What follows belongs to an exercise in optimizing a design on an open flow for small area; a production flow would make more cautious choices.
In this exercise RTL edits were held to simulation tests only and were not proved equivalent to the original.
Power and IR drop assume default switching activity.

File: flow/design.v
`timescale 1ns/1ps
package mflow_pkg;
   typedef logic [31:0] word_t;
   typedef logic [31:0] addr_t;
   typedef logic [31:0] vid_t;
   typedef logic [31:0] ts_t;
   typedef logic [2:0]  ttype_t;
   typedef struct packed {
      logic [63:0] args;
      ttype_t      ttype;
      vid_t        object;
      ts_t         ts;
   } task_t;
   typedef struct packed {
      addr_t addr;
   } rd_req_t;
   typedef struct packed {
      word_t data;
      addr_t addr;
   } wr_req_t;
   typedef struct packed {
      word_t data;    
      addr_t addr;
   } undo_entry_t;
   localparam ttype_t DISCHARGE_TASK  = 3'd0;
   localparam ttype_t GET_HEIGHT_TASK = 3'd1;
   localparam ttype_t PUSH_TASK       = 3'd2;
   localparam ttype_t RECEIVE_TASK    = 3'd3;
   localparam int VID_EXCESS_OFFSET = 0;
   localparam int VID_HEIGHT_OFFSET = 8;
   localparam int FLOW_BASE_WORD = 4;
   localparam int VERTEX_SHIFT = 6;    
endpackage
`timescale 1ns/1ps
module mflow_top (
   input  logic        clk,
   input  logic        rstn,
   input  logic        start,
   input  logic [31:0] task_in_ts,
   input  logic [31:0] task_in_object,
   input  logic [2:0]  task_in_ttype,
   input  logic [63:0] task_in_args,
   output logic        done,
   output logic        idle,
   output logic [31:0] task_out_ts,
   output logic [31:0] task_out_object,
   output logic [2:0]  task_out_ttype,
   output logic [63:0] task_out_args,
   output logic        task_out_valid,
   input  logic        task_out_ready,
   output logic [31:0] mem_rd_addr,
   output logic        mem_rd_valid,
   input  logic        mem_rd_ready,
   input  logic [31:0] mem_rd_data,
   input  logic        mem_rd_resp_valid,
   output logic [31:0] mem_wr_addr,
   output logic [31:0] mem_wr_data,
   output logic        mem_wr_valid,
   input  logic        mem_wr_ready,
   output logic [31:0] undo_addr,
   output logic [31:0] undo_data,
   output logic        undo_valid,
   input  logic        undo_ready
);
   localparam logic [3:0] S_H0   = 4'd0,    
                          S_H1   = 4'd1,    
                          S_H2   = 4'd2,    
                          S_IDLE = 4'd3,
                          S_GH   = 4'd4,    
                          S_RE   = 4'd5,    
                          S_RF   = 4'd6,    
                          S_UF   = 4'd7,    
                          S_WF   = 4'd8,    
                          S_UE   = 4'd9,    
                          S_WE   = 4'd10,   
                          S_CG   = 4'd11,   
                          S_CR   = 4'd12,   
                          S_FIN  = 4'd13;
   logic [3:0]  state;
   logic        wt;         
   logic [31:0] base, src, snk;
   logic [31:0] r_ts;       
   logic [31:0] r_ob;       
   logic [31:0] r_x;        
   logic [31:0] r_a0;       
   logic [31:0] r_d;        
   logic [3:0]  idx;
   wire rd_st  = (state == S_H0) || (state == S_H1) || (state == S_H2) ||
                 (state == S_GH) || (state == S_RE) || (state == S_RF);
   wire hdr_st = (state == S_H0) || (state == S_H1) || (state == S_H2);
   wire resp   = mem_rd_resp_valid && wt;
   wire rd_go  = mem_rd_valid && mem_rd_ready;
   wire acc    = start && idle;
   logic [6:0]  off;
   always_comb begin
      case (state)
         S_GH:               off = 7'd8;
         S_RF, S_UF, S_WF:   off = 7'd16 + {1'b0, idx, 2'b00};
         default:            off = 7'd0;
      endcase
   end
   wire [31:0] vsum = base + {r_ob[25:0], 6'b0} + {25'b0, off};
   wire [31:0] addr = hdr_st ? {28'b0, state[1:0], 2'b00} : vsum;
   wire        sub   = (state == S_UF);
   wire [31:0] arith = r_a0 + (r_x ^ {32{sub}}) + {31'b0, sub};
   wire act = (r_a0 == 32'd0) && (r_ob != src) && (r_ob != snk);
   assign idle           = (state == S_IDLE);
   assign done           = (state == S_FIN);
   assign mem_rd_valid   = rd_st && !wt;
   assign mem_rd_addr    = addr;
   assign undo_valid     = (state == S_UF) || (state == S_UE);
   assign undo_addr      = addr;
   assign undo_data      = r_a0;
   assign mem_wr_valid   = (state == S_WF) || (state == S_WE);
   assign mem_wr_addr    = addr;
   assign mem_wr_data    = r_d;
   assign task_out_valid = (state == S_CG) || (state == S_CR);
   assign task_out_ts     = r_ts;
   assign task_out_object = r_ob;
   assign task_out_ttype  = {1'b0, state == S_CG, 1'b0};
   assign task_out_args   = {r_x, r_a0};
   always_ff @(posedge clk) begin
      if (!rstn) begin
         state <= S_H0;
         wt    <= 1'b0;
      end else begin
         if (rd_go) wt <= 1'b1;
         if (resp)  wt <= 1'b0;
         case (state)
            S_H0, S_H1, S_H2: if (resp) state <= state + 4'd1;
            S_IDLE: if (start) begin
               case (task_in_ttype)
                  3'd1:    state <= S_GH;
                  3'd3:    state <= S_RE;
                  default: state <= S_FIN;
               endcase
            end
            S_GH: if (resp) state <= S_CG;
            S_RE: if (resp) state <= S_RF;
            S_RF: if (resp) state <= S_UF;
            S_UF: if (undo_ready) state <= S_WF;
            S_WF: if (mem_wr_ready) state <= S_UE;
            S_UE: if (undo_ready) state <= S_WE;
            S_WE: if (mem_wr_ready) state <= act ? S_CR : S_FIN;
            S_CG, S_CR: if (task_out_ready) state <= S_FIN;
            default: state <= S_IDLE;
         endcase
      end
   end
   always_ff @(posedge clk) begin
      if (resp) begin
         if (state == S_H0) base <= mem_rd_data;
         if (state == S_H1) src  <= mem_rd_data;
         if (state == S_H2) snk  <= mem_rd_data;
      end
      if (acc) begin
         r_ts <= task_in_ts;
         r_ob <= task_in_object;
         r_x  <= task_in_args[63:32];
         r_d  <= task_in_args[31:0];
         idx  <= task_in_args[3:0];
      end
      if (state == S_GH && rd_go) r_ob <= r_d;
      if (resp && (state == S_GH || state == S_RF)) r_a0 <= mem_rd_data;
      if (resp && state == S_RE) r_d <= mem_rd_data;
      if (state == S_UF && undo_ready) begin
         r_d  <= arith;
         r_a0 <= r_d;
      end
      if (state == S_UE && undo_ready) begin
         r_d <= arith;
         r_x <= r_ts;
      end
   end
endmodule
File: flow/run.sh
#!/bin/bash
# synth_recipe.tcl (not shown) runs the flow's synth.tcl, then flattens the netlist and writes it again
# the make line also repeats each setting of config.mk as NAME=value (left out here)
make -C /OpenROAD-flow-scripts/flow DESIGN_CONFIG=/design/flow/config.mk WORK_HOME=/design/flow/orfs CLKGATE_MAP_FILE= SYNTH_SCRIPT=/design/flow/synth_recipe.tcl finish
File: flow/config.mk
export PLATFORM = sky130hd
export DESIGN_NAME = mflow_top
export DESIGN_NICKNAME = mflow_top
export VERILOG_FILES = /design/flow/design.v
export SDC_FILE = /design/flow/constraint.sdc
export NUM_CORES = 4
export LEC_CHECK = 0
export CAP_MARGIN = 20
export CORE_MARGIN = 2
export CORE_UTILIZATION = 40
export SLEW_MARGIN = 20
File: flow/constraint.sdc
create_clock -name core_clock -period 10.0 [get_ports {clk}]
set_input_delay 2.0000 -clock core_clock [delete_from_list [all_inputs] [get_ports {clk}]]
set_output_delay 2.0000 -clock core_clock [all_outputs]
set_load 0.01 [all_outputs]
==> reports/results.tsv, run 1 <==
metric	value	unit
status	no timing/DRC/antenna violations	
wire_per_inst	23.20	um
startpoint_type	flip-flop	
grt.total_usage	0.2438	
antenna_found_initial	14	
drt-vias-per-instance	5.274	
dp_hpwl	40020	um
dr.pass1.iters	5	
post_cts_buffers	0	
layout-drive-gt1-share	0.1099	
critPathRequiredTime	8.00	ns
slew_viol_final	0	
grt_pass1_wl	74200	um
p_leak	7.605	nW
cts_buffer_depth	3	
rows	72	
maxSlewHeadroom	0.3282	
synthCells	1283	
crit_chain	inv_1 > ha_1 > or2_2 > a22o_1 > nor2b_1 > ha_1 > ha_1 > a21o_1 > a21o_1 > a2111oi_4 > nor2_1 > a211oi_2 > o21ai_1 > a221oi_2 > mux2i_1 > clkdlybuf4s50_1	
clock_skew	0.01867	ns
max_freq	129.9	MHz
holdBufCountCts	0	
cp_slowest_stage_delay	0.59	ns
remaining_drc_errors	0	
path_clk_slew	0.06	ns
ys_ff_latch	265	
finalHoldViolations	0	
post-route-period-util	0.7697	
cts_buffers	29	
cap_violations	0	
ir_drop	113.1	uV
final.setup.tns	0	ns
rsz0062_at_grt	false	
die_area	40600	um^2
synth_top_area_cell	edfxtp_1	
fp.dieW	201.5	um
cpMostUsedCell	ha_1	
synthesis.area	15600	um^2
crit_fanout	9	
worst_pin_slew	1.004	ns
place_area	20120	um^2
ant_nets	0	
synth_area_per_cell	12.16	um^2
yosys.area.top_type_share	0.5004	
yosys_warnings	1	
core	38560	um^2
r2r_cells	12	
final_nets	1918	
cts_sinks	265	
io_pins	468	
overflow	0	
vias	11610	
htreeDepth	1	
ys_seq_area_frac	0.5068	
gp_congestion	0.9156	
initial_core_util	0.4047	
power-per-cell-area	178.8	nW/um^2
clock_latency	0.56	ns
cp-end-kind	primary output	
worstSetupPathType	reg -> out	
slowest_stage	clkdlybuf4s50_1	
setup_violations	0	
r2r_slack	4.75	ns
hp-class	reg -> reg	
whs_path_depth	1	
fin_area	21070	um^2
timing.hold.ws	0.5795	ns
portBuffers	465	
synth.distinct_cells	71	
routed_wirelength	51070	um
cts_tree	done	
fin_crit	7.697	ns
die_h	201.5	um
synth_edf_count	260	
drt_iter0_markers	793	
synth_flop_cell	edfxtp_1	
cts_resized	0	
cp_data_arrival_time	5.70	ns
async_reset_ff_frac	0	
synth_area_leaders	edfxtp_1 50%, mux2_2 7.4%, ha_1 7.3%, xor2_1 5.1%, buf_4 4.8%	
area_growth	35.03	%
grt_max_degree	38	
grt_pass1_vias	11620	
cts_root_buf	clkbuf_16	
cell usage in the layout (no fill, tap or decap), types with 6 or more instances in the layout:
cell	instances
buf_4	12
nand2_1	71
clkinv_1	8
nand4_1	13
mux2_2	102
o211ai_1	7
inv_1	21
nor2b_1	12
or2_2	6
ha_1	91
mux2i_1	26
xor2_1	90
nor2_1	56
nand2b_1	12
a21o_1	34
nor4_1	25
edfxtp_1	260
clkbuf_16	29
xnor2_1	53
and2_1	7
a21oi_1	66
clkdlybuf4s50_1	465
a211oi_1	11
o21ai_0	49
o21bai_1	6
nor3_1	12
nand3_1	12
diode_2	9
a31oi_1	13
flip-flops by register name, summed over array words and instances (netlist names):
| signal | cells |
|---|---|
| base | 32 |
| idx | 4 |
| r_a0 | 32 |
| r_d | 32 |
| r_ob | 32 |
| r_ts | 32 |
| r_x | 32 |
| snk | 32 |
| src | 32 |
| state | 4 |
| wt | 1 |
per-stage QoR:
stage / instances / setup WS [ns] / power, W / util
3_5_place_dp: 2140 / 2.914 / 0.002743 / 0.5219
3_3_place_gp: 2140 / 3.033 / 0.002730 / 0.5219
6_report: 2201 / 2.303 / 0.003767 / 0.5464
4_1_cts: 2192 / 2.287 / 0.003798 / 0.5457
2_1_floorplan: 1284 / 3.895 / 0.002186 / -
5_1_grt: 2201 / 2.037 / 0.003941 / 0.5464
worst paths after layout:
check / startpoint / endpoint
worst max-delay path: state[0]$_SDFFE_PN0P_ / mem_wr_addr[30]
worst min-delay path: state[1]$_SDFFE_PN0P_ / state[1]$_SDFFE_PN0P_
worst max register to register: state[2]$_SDFFE_PN0P_ / r_d[28]$_DFFE_PP_
worst min register to register: state[1]$_SDFFE_PN0P_ / state[1]$_SDFFE_PN0P_
cell usage after synthesis, drive strengths merged, types with 10 or more instances:
library cell and instances:
ha 91, a31oi 14, nor2b 12, nor2 58, clkbuf 26, a21oi 67, inv 23, nand3 14
buf 113, nand4 13, nand2 72, xnor2 53, mux2 102, nand2b 12, xor2 90, edfxtp 260
nor3 12, nor4 25, mux2i 26, a21o 37, o21ai 52, and2 10, a211oi 13
cell type report:
| cell class | count | area [um^2] |
|---|---|---|
| diodes | 9 | 22.52 |
| clock buffers | 34 | 744.5 |
| clock inverters | 18 | 173.9 |
| fillers | 3405 | 17490 |
| inverters | 23 | 86.33 |
| multi-input cells | 857 | 6741 |
| flip-flops and latches | 265 | 7908 |
| well taps | 518 | 648.1 |
| repair buffers | 477 | 4745 |
kinds of logic (layout without fill, tap and decap cells):
| group | after synthesis | in the layout | share of synthesized area |
|---|---|---|---|
| muxes | 128 | 128 | 0.09029 |
| xor gates and xnor gates | 143 | 143 | 0.08027 |
| adders and majority gates | 94 | 94 | 0.07682 |
| other | 1 | 11 | 0.0002403 |
| and+or+nand+nor | 256 | 256 | 0.08179 |
| AOI/OAI and AO/OA | 234 | 234 | 0.09975 |
| buffers and inverters | 162 | 552 | 0.06407 |
| DFF | 265 | 265 | 0.5068 |
routing by layer:
metal / wire, um / GRT usage
met3: 3734 / 0.04908
met2: 25110 / 0.4124
met5: 41 / 0
met1: 20930 / 0.3119
met4: 1252 / 0.08272
report_power, final:
part	switching (W)	total, W	leakage, nW	internal [W]
Sequential	0.0000553	0.00135	2.39	0.00130
Combinational	0.000668	0.00136	4.77	0.000692
Clock	0.000444	0.00105	0.446	0.000609
Total	0.00117	0.00377	7.61	0.00260
worst max-delay path, delay by kind of cell (launching register included):
family | cells | cell delay, ns
AOI/OAI and AO/OA | 7 | 2.06
adders and majority gates | 3 | 0.93
buffers and inverters | 2 | 0.70
and+or+nand+nor | 3 | 0.67
DFF | 1 | 0.42
muxes | 1 | 0.33
==> run 2, diff against run 1 <==
==> flow/flow/run.sh (new file) <==
#!/bin/bash
set -euo pipefail
export BUFFER_PORTS_ARGS="-buffer_cell sky130_fd_sc_hd__buf_1"
bash standard.sh finish > standard_flow.log 2>&1
==> flow/standard.sh (new file) <==
#!/bin/bash
# synth_recipe.tcl (not shown) runs the flow's synth.tcl, then flattens the netlist and writes it again
# the make line also repeats each setting of config.mk as NAME=value (left out here)
make -C /OpenROAD-flow-scripts/flow DESIGN_CONFIG=/design/flow/config.mk WORK_HOME=/design/flow/orfs CLKGATE_MAP_FILE= SYNTH_SCRIPT=/design/flow/synth_recipe.tcl "${@:-finish}"
--- a/flow/config.mk
+++ b/flow/config.mk
@@ -9,3 +9,4 @@
 export CORE_MARGIN = 2
 export CORE_UTILIZATION = 40
+export CTS_BUF_LIST = sky130_fd_sc_hd__clkbuf_4
 export SLEW_MARGIN = 20
removed: flow/run.sh
==> run 2 against run 1 <==
Effect of this change: final area down 14%; core utilization decreased by 7.7 points; non-clock buffer count is the same; critical path depth fell by 2; routed wire length down 2.9%; still clean; sequential share of layout area increased by 6.1 points; critical path type unchanged; clock power decreased by 9%; highest routed layer unchanged.
==> reports/results.tsv, run 2 <==
metric	value	unit	change
initial_core_util	0.4047		unchanged
grt_pass1_vias	11550		-0.61%
crit_chain	nor2b_1 > a22o_1 > nor2b_1 > ha_1 > ha_1 > a21o_1 > a21o_1 > a2111oi_4 > nor2_1 > a211oi_2 > o21ai_1 > a221oi_2 > mux2i_1 > buf_1		
power	0.003292	W	-13%
antenna_found_initial	8		-6
fp.dieW	201.5	um	unchanged
drt-met1-wl	20980	um	+0.21%
synth_top_area_cell	edfxtp_1		
crit_family	compound AO/OA/AOI/OAI gates		
core	38560	um^2	unchanged
clock_latency	0.71	ns	+0.15 ns
post_cts_buffers	0		unchanged
p_leak	6.458	nW	-15%
path_clk_slew	0.06	ns	about the same
final_nets	1959		+2.1%
grt_max_degree	38		unchanged
dr.pass1.iters	5		unchanged
synth_area_leaders	edfxtp_1 50%, mux2_2 7.4%, ha_1 7.3%, xor2_1 5.1%, buf_4 4.8%		
gp_congestion	0.8870		-3.1%
max_freq	136.0	MHz	+4.7%
startpoint_type	flip-flop		
setup_violations	0		unchanged
cts_resized	0		unchanged
drt_iter0_markers	756		-4.7%
power-per-cell-area	181.8	nW/um^2	+1.7%
synth_flop_cell	edfxtp_1		
drt-vias-per-instance	5.190		-1.6%
worstSetupPathType	reg -> out		
final_common_cell	buf_1		
fin_area	18110	um^2	-14%
cap_violations	0		unchanged
ant_nets	0		unchanged
synth_most_common_cell	edfxtp_1		
slowest_stage	dfxtp_1		
overflow	0		unchanged
netlist_top_cells_count	260 x edfxtp_1, 102 x mux2_2, 99 x buf_4, 91 x ha_1, 90 x xor2_1		
dp_hpwl	38600	um	-3.5%
place_area	17210	um^2	-14%
finalHoldViolations	0		unchanged
slew_viol_final	0		unchanged
synth.distinct_cells	71		unchanged
synthesis.area	15600	um^2	unchanged
layout-drive-gt1-share	0.1470		+0.03713
vias	11760		+1.3%
yosys.area.top_type_share	0.5004		unchanged
timing.hold.ws	0.5814	ns	+0.001944 ns
io_pins	468		unchanged
crit_cells	14		-2
die_h	201.5	um	unchanged
hp-class	reg -> reg		
yosys_warnings	1		unchanged
cp-end-kind	primary output		
htreeDepth	3		+2
cp_data_arrival_time	5.35	ns	-0.35 ns
crit_fanout	19		+10
holdBufCountCts	0		unchanged
clock_skew	0.04775	ns	+0.02908 ns
cts_buffers	70		+140%
synth_edf_count	260		unchanged
synth_area_per_cell	12.16	um^2	unchanged
rsz0062_at_grt	false		
ir_drop	90.52	uV	-20%
grt_pass1_wl	71040	um	-4.3%
area_growth	16.05	%	
portBuffers	465		unchanged
worstPathBufferInverterCount	1		-1
fin_crit	7.353	ns	-0.3439 ns
layout_common_cells	465 x buf_1, 260 x edfxtp_1, 106 x clkbuf_4		
remaining_drc_errors	0		unchanged
whs_path_depth	1		unchanged
wl_met3	3042	um	-19%
nFillCells	3726		+9.4%
async_reset_ff_frac	0		unchanged
routed_wirelength	49580	um	-2.9%
cts_buffer_depth	3		unchanged
status	no timing/DRC/antenna violations		
wire_per_inst	21.89	um	-5.6%
ys_seq_area_frac	0.5068		unchanged
ys_ff_latch	265		unchanged
die_area	40600	um^2	unchanged
cts_tree	done		
highest_layer	met5		
worst_pin_slew	1.024	ns	+0.01929 ns
rows	72		unchanged
cts_sinks	265		unchanged
wl_met2	24300	um	-3.2%
final.setup.tns	0	ns	unchanged
synthCells	1283		unchanged
cp_slowest_stage_delay	0.71	ns	+0.12 ns
critPathRequiredTime	8.00	ns	about the same
r2r_cells	12		unchanged
maxSlewHeadroom	0.3177		-0.01049
grt.total_usage	0.2361		-0.007723
post-route-period-util	0.7353		-0.03439
cts_root_buf	clkbuf_4		
==> run 2: cell counts after synthesis <==
Identical to the previous run, type by type.
==> run 2: path summary, 6_finish.rpt <==
path	from	endpoint	slack, ns
max	state[2]$_SDFFE_PN0P_	mem_rd_addr[30]	2.65
min	r_ts[23]$_DFFE_PP_	r_x[23]$_DFFE_PP_	0.58
max reg2reg	state[2]$_SDFFE_PN0P_	r_d[28]$_DFFE_PP_	4.73
min reg2reg	r_ts[23]$_DFFE_PP_	r_x[23]$_DFFE_PP_	0.58
==> run 2: cells by family after synthesis <==
group,count (synthesis),synth area share
buffers and inverters,162,0.06407
AO/OA/AOI/OAI,234,0.09975
AND/OR/NAND/NOR,256,0.08179
other,1,0.0002403
multiplexers,128,0.09029
adder cells (fa/ha/maj),94,0.07682
XOR/XNOR,143,0.08027
flip-flops,265,0.5068
==> run 2: report_power, final <==
group          switching, W  internal [W]  leakage [nW]
Combinational      0.000647      0.000334          3.54
Clock              0.000449      0.000507         0.532
Sequential        0.0000562       0.00130          2.39
==> run 2: metal layers <==
metal | GRT usage | vias to the layer above
met4 | 0.09375 | 2
met3 | 0.04357 | 68
met1 | 0.2997 | 5653
met5 | 0 | -
met2 | 0.3989 | 483
li1 | - | 5549
==> run 2: through the flow <==
step | setup WS (ns) | instances | util
2_1_floorplan | 3.895 | 1284 | -
3_3_place_gp | 3.420 | 2140 | 0.4464
3_5_place_dp | 3.329 | 2140 | 0.4464
4_1_cts | 2.547 | 2259 | 0.4693
5_1_grt | 2.254 | 2264 | 0.4696
6_report | 2.647 | 2265 | 0.4697
==> run 2: area by class of cell <==
| type | instances | area, um^2 | area share |
|---|---|---|---|
| Sequential cell | 265 | 7908 | 0.4367 |
| Multi-Input combinational cell | 857 | 6735 | 0.3719 |
| Timing Repair Buffer | 477 | 1836 | 0.1014 |
| Clock buffer | 106 | 795.8 | 0.04394 |
| Tap cell | 518 | 648.1 | 0.03579 |
| Inverter | 23 | 86.33 | 0.004768 |
| Clock inverter | 13 | 85.08 | 0.004698 |
| Antenna cell | 6 | 15.01 | 0.0008291 |

re-timing with driven ports:
The results above use ideal ports. As a check the final layouts listed here were re-extracted and re-timed, cells and wires unchanged. Step 1 (the two cells are an assumption about what drives the block):
set clk [get_ports {clk}]
set_driving_cell -lib_cell sky130_fd_sc_hd__clkbuf_16 $clk
set_driving_cell -lib_cell sky130_fd_sc_hd__buf_2 [delete_from_list [all_inputs] $clk]
Step 2 adds t to the input delays and takes it off the output delays; t is the mean of the earliest and latest rising clock arrival at the registers after step 1. Input paths then give back, and output paths get back, about the clock's delay inside the block. a / b / c = no drivers / after step 1 / after step 2; a / b = the first two.
| run | t (ns) | setup WS [ns] | worst slew at a driven data input, ns |
|---|---|---|---|
| run 1 | 0.606 | 2.303 / 2.250 / 2.856 | 0.13 |
| run 2 | 0.732 | 2.647 / 2.599 / 3.331 | 0.11 |
After both steps setup and hold are still met in every run listed.
